Context: an optimization exercise on an open-source flow, tuned for small area and few clock cycles per item. The choices shown serve that exercise and are no tape-out recipe. Only simulation tests tie the RTL to the original design; equivalence was not proved.

## tundra
Design aes128_key_expansion, start of the top module:
module aes128_key_expansion (
   input  wire logic         clock,
   input  wire logic         reset,
   input  wire logic         req_tvalid,
   output logic              req_tready,
   input  wire logic [127:0] req_tdata,
   output logic              rsp_tvalid,
   input  wire logic         rsp_tready,
   output logic [135:0]      rsp_tdata,
   output logic              rsp_tlast
);
Size in the first run: about 1100 cells after synthesis, about 130 flip-flops.
==> flow/config.mk <==
export PLATFORM = sky130hd
export DESIGN_NAME = aes128_key_expansion
export DESIGN_NICKNAME = aes128_key_expansion
export VERILOG_FILES = /design/flow/design.v
export SDC_FILE = /design/flow/constraint.sdc
export NUM_CORES = 4
export LEC_CHECK = 0
export CAP_MARGIN = 20
export CORE_MARGIN = 2
export CORE_UTILIZATION = 40
export CTS_BUF_LIST = sky130_fd_sc_hd__clkbuf_4 sky130_fd_sc_hd__clkbuf_8
export SETUP_SLACK_MARGIN = -0.15
export SLEW_MARGIN = 20
==> flow/constraint.sdc <==
create_clock -name core_clock -period 5.3 [get_ports {clock}]
set_input_delay 1.0600 -clock core_clock [delete_from_list [all_inputs] [get_ports {clock}]]
set_output_delay 1.0600 -clock core_clock [all_outputs]
set_load 0.01 [all_outputs]
standard.sh (not shown) runs the stock make flow with config.mk's settings and CLKGATE_MAP_FILE= SYNTH_SCRIPT=/design/flow/synth_recipe.tcl, a recipe that flattens the netlist after the stock synthesis.
==> flow/flow/run.sh <==
#!/bin/bash
# Own flow: the standard layout with these changes:
#  - synthesis: the abc technology-mapping step uses flow/abc_area_nf.script
#    instead of ORFS's speed script (front end, flip-flop mapping, flatten and
#    rename are the standard ones);
#  - placement: every port still gets a buffer, but buffer_ports uses the
#    1x buffer (sky130_fd_sc_hd__buf_1) rather than the cell it picks itself;
#  - clock tree: clkbuf_4/clkbuf_8 only, larger sink clusters and no dummy
#    balancing loads;
#  - the resizer does not use the 4x buffer (flow/no_buf4.tcl, sourced at the
#    start of each OpenROAD step).
# Each tool's output goes to a log of its own: synth.log, layout.log, and
# ORFS's per-step logs under orfs/logs/.
set -euo pipefail
W=$PWD
cat flow/abc_override.tcl synth_recipe.tcl > my_synth.tcl
sed "s#$W/synth_recipe.tcl#$W/my_synth.tcl#g" standard.sh > my_standard.sh
grep -q my_synth.tcl my_standard.sh
export MY_ABC_SCRIPT=$W/flow/abc_area_nf.script
export BUFFER_PORTS_ARGS="-buffer_cell sky130_fd_sc_hd__buf_1"
export CTS_ARGS="-sink_clustering_enable -repair_clock_nets -dont_use_dummy_load -sink_clustering_size 30 -sink_clustering_max_diameter 80 -buf_list {sky130_fd_sc_hd__clkbuf_4 sky130_fd_sc_hd__clkbuf_8}"
bash my_standard.sh synth > synth.log 2>&1
for step in FLOORPLAN GLOBAL_PLACE RESIZE REPAIR_TIMING_POST_PLACE DETAIL_PLACE CTS GLOBAL_ROUTE DETAIL_ROUTE; do
  export PRE_${step}_TCL=$W/flow/no_buf4.tcl
done
bash my_standard.sh finish > layout.log 2>&1
==> flow/flow/abc_area_nf.script <==
strash
&get -n
&dch -f
&nf -p -R 30
&put
==> flow/flow/abc_override.tcl <==
# Prepended to synth_recipe.tcl: every liberty-mapping abc call uses an
# area-oriented mapping script (structural choices, then &nf area recovery)
# in place of ORFS's speed script. Registers are untouched (no -dff).
proc abc {args} {
  set i [lsearch -exact $args -script]
  if {$i >= 0} {
    set args [lreplace $args $i [expr {$i + 1}] -script $::env(MY_ABC_SCRIPT)]
  }
  yosys abc {*}$args
}
==> flow/flow/no_buf4.tcl <==
# Keep the resizer from using the 4x buffer for its own buffering (port
# buffers are set separately); smaller buffers are still available.
set_dont_use sky130_fd_sc_hd__buf_4
Testbench counts of tundra, summed over its fixed seeds: cycles 5,640, items 512.
Inputs modified between tundra and umber:
- a deleted SETUP_SLACK_MARGIN that had been -0.15
==> flow/flow/abc_area_nf.script <==
strash
&get -n
&dch -f
&nf -p -R 50
&put
### Flow results
The run showing the greater final area is tundra. Relative area change from synthesis to final layout ends up higher on umber. Delta (umber minus tundra): via count now sits lower; non-clock inverter count in the final layout climbed 2; area of the core decreased 700 sq um.
The following lists how pepper was set up differently from umber:
- SETUP_SLACK_MARGIN newly set to -0.15
==> flow/flow/abc_area_nf.script <==
strash
&get -n
&dch -f
&nf -p -R 100
&put
Notes after the runs:
The final layout from pepper, which completed every stage, passed the timing, design-rule and antenna checks at the end of the flow. Utilization umber -> pepper: up. Taking umber as the reference, in pepper first-pass GRT wire length higher; final routed wire length divided by cell count rose 5.2%. umber -> pepper: count of sequential standard cells delta 0, exact match. The setup slack of pepper is smaller than that of umber.
Setup changes, pepper to lagoon
- GPL_TIMING_DRIVEN newly set to 0
==> flow/flow/abc_area_nf.script <==
strash
&get -n
&dch -f
&nf -p -R 50
&put
[summary]
Reg-to-reg setup timing slack (higher): pepper
Worst setup path startpoint = u_datapath.work_ff[27]: lagoon; worst setup path startpoint = u_datapath.work_ff[5]: pepper
Compared with pepper, lagoon shows a global-route track usage on met1 that is 1.9 points lower.
Relative to pepper, the area occupied by multi-input gates measured on lagoon has increased by a few percent.
pepper → lagoon: source-to-sink clock delay at the later pin of the worst-skew pair neither gained nor lost much; cell area after synthesis picked up an extra about 0.7%; area growth from synthesis to final layout picked up an extra 2.3 points.

[port drivers added, routing unchanged]
Ports are ideal in the flow. The routed layouts listed here were re-timed in OpenROAD.
Step 1 (the two cells are an assumption about what drives the block):
set clk [get_ports {clock}]
set_driving_cell -lib_cell sky130_fd_sc_hd__clkbuf_16 $clk
set_driving_cell -lib_cell sky130_fd_sc_hd__buf_2 [delete_from_list [all_inputs] $clk]
Step 2, shift: input delay + t, output delay - t, t = (earliest + latest rising clock arrival at the registers) / 2. This alone moves slack from input paths to output paths.
a / b / c = no drivers / after step 1 / after step 2; a / b = the first two.
run | t, ns | setup slack, ns | worst hold slack (ns) | worst setup path at the end
tundra | 0.465 | 0.259 / 0.259 / 0.259 | 0.466 / 0.466 / 0.466 | register to register
umber | 0.467 | 0.378 / 0.378 / 0.378 | 0.461 / 0.461 / 0.461 | register to register
pepper | 0.474 | 0.252 / 0.252 / 0.252 | 0.463 / 0.463 / 0.463 | register to register
lagoon | 0.461 | 0.237 / 0.237 / 0.237 | 0.463 / 0.463 / 0.463 | register to register
After both steps setup and hold are still met in every run listed.
